Context: an optimization exercise on an open-source flow, tuned for small area. The choices shown serve that exercise and are no tape-out recipe. In this exercise RTL edits were held to simulation tests only and were not proved equivalent to the original. No activity file was given, so power comes from the tool's default toggle rates. The clock port is modelled as an ideal driver; clocking choices that lean on that would not hold on a real chip.

// fp_writeback
module fp_writeback (
  input  logic        i_clk,
  input  logic        i_rst,
  input  logic        i_valid,
  output logic        o_ready,
  input  logic [31:0] i_result,
  input  logic        i_exception,
  input  logic [4:0]  i_rd,
  input  logic        i_eof,
  input  logic [4:0]  i_rs1_addr,
  input  logic [4:0]  i_rs2_addr,
  output logic [31:0] o_rs1_data,
  output logic [31:0] o_rs2_data,
  output logic        o_status_valid,
  output logic [1:0]  o_status,
  output logic        o_halt,
  output logic [15:0] o_retired
);
Size: roughly 2400 cells after synthesis, ~140 I/O pins, ~43000 µm² of cells after synthesis.
==> flow/config.mk <==
export PLATFORM = sky130hd
export DESIGN_NAME = fp_writeback
export DESIGN_NICKNAME = fp_writeback
export VERILOG_FILES = /design/flow/design.v
export SDC_FILE = /design/flow/constraint.sdc
export NUM_CORES = 4
export LEC_CHECK = 0
export CAP_MARGIN = 20
export CORE_MARGIN = 2
export CORE_UTILIZATION = 62
export CTS_BUF_LIST = sky130_fd_sc_hd__clkbuf_16
export CTS_CLUSTER_DIAMETER = 70
export CTS_CLUSTER_SIZE = 25
export PLACE_DENSITY = 0.85
export SLEW_MARGIN = 20
export SYNTH_HIERARCHICAL = 1
export SYNTH_MINIMUM_KEEP_SIZE = 0
==> flow/constraint.sdc <==
create_clock -name core_clock -period 8.0 [get_ports {i_clk}]
set_input_delay 1.6000 -clock core_clock [delete_from_list [all_inputs] [get_ports {i_clk}]]
set_output_delay 1.6000 -clock core_clock [all_outputs]
set_load 0.01 [all_outputs]
standard.sh (not shown) runs the stock make flow with config.mk's settings and CLKGATE_MAP_FILE= SYNTH_SCRIPT=/design/flow/synth_recipe.tcl, a recipe that flattens the netlist after the stock synthesis.
==> flow/flow/run.sh <==
#!/bin/bash
# Layout flow: the standard ORFS flow (standard.sh), with two changes passed to ORFS
# through its own variables:
#  - the port buffers are buf_1 cells instead of the buffer buffer_ports picks by default;
#  - clock tree synthesis clusters sinks under clkbuf_8 buffers without dummy loads.
# make's full output goes to standard.log here; ORFS writes each step's log under orfs/logs.
set -euo pipefail
export BUFFER_PORTS_ARGS="-buffer_cell sky130_fd_sc_hd__buf_1"
export CTS_ARGS="-sink_clustering_enable -repair_clock_nets -dont_use_dummy_load -buf_list sky130_fd_sc_hd__clkbuf_8 -sink_clustering_size 18 -sink_clustering_max_diameter 100"
bash standard.sh > standard.log 2>&1
The baseline finished clean.
Rerun with:
==> flow/flow/run.sh (replaced) <==
#!/bin/bash
# Layout flow: the standard ORFS flow (standard.sh), with two changes passed to ORFS
# through its own variables:
#  - the port buffers are buf_1 cells instead of the buffer buffer_ports picks by default;
#  - clock tree synthesis clusters sinks under clkbuf_16 buffers without dummy loads.
# make's full output goes to standard.log here; ORFS writes each step's log under orfs/logs.
set -euo pipefail
export BUFFER_PORTS_ARGS="-buffer_cell sky130_fd_sc_hd__buf_1"
export CTS_ARGS="-sink_clustering_enable -repair_clock_nets -dont_use_dummy_load -buf_list sky130_fd_sc_hd__clkbuf_16 -sink_clustering_size 30 -sink_clustering_max_diameter 100"
bash standard.sh > standard.log 2>&1
Settings changed: CORE_UTILIZATION 62 to 50, PLACE_DENSITY 0.85 to not set.
=> Wire length went up by a few percent; via count shrinks by a few percent; fmax went up by a few percent; synthesized area does not change; power increases by a few percent.
Rerun with:
==> flow/flow/run.sh (replaced) <==
#!/bin/bash
# Layout flow: the standard ORFS flow (standard.sh), with two changes passed to ORFS
# through its own variables:
#  - the port buffers are buf_1 cells instead of the buffer buffer_ports picks by default;
#  - clock tree synthesis clusters sinks under clkbuf_8 buffers without dummy loads.
# make's full output goes to standard.log here; ORFS writes each step's log under orfs/logs.
set -euo pipefail
export BUFFER_PORTS_ARGS="-buffer_cell sky130_fd_sc_hd__buf_1"
export CTS_ARGS="-sink_clustering_enable -repair_clock_nets -dont_use_dummy_load -buf_list sky130_fd_sc_hd__clkbuf_8 -sink_clustering_size 18 -sink_clustering_max_diameter 80"
bash standard.sh > standard.log 2>&1
Settings changed: CORE_UTILIZATION 50 to 62, PLACE_DENSITY set to 0.75.
The changed run produced a clean layout.
Cell count fell by 7.1%.
Routed wire length fell by 5.1%.
Core utilization rose by 12 points.
Worst hold slack barely changes.
Total power fell by 1.6%.

-- afterwards: timing with drivers on the ports --
No port has a modelled driver above. Below, the same layouts with a new extraction and two added sets of constraints.
Step 1 assumes that a clkbuf_16 drives the clock port and a buf_2 every other input.
Step 2 times the ports against the registers' clock, not the clock port: input delays grow and output delays shrink by t, the midpoint of the rising clock arrivals with the driver on.
Slacks: ideal ports / drivers / drivers and shift; pairs: ideal ports / drivers.
run | t, ns | slack for setup (ns) | worst setup path after step 2
the first run | 0.766 | 1.522 / 1.492 / 1.492 | input to output
the second run | 0.679 | 1.756 / 1.727 / 1.727 | input to output
the third run | 0.758 | 1.633 / 1.605 / 1.605 | input to output
After both steps setup and hold are still met in every run listed. The setup slack of the first run, which loses most, moves by -0.030 ns with the drivers and by -0.030 ns with both steps.
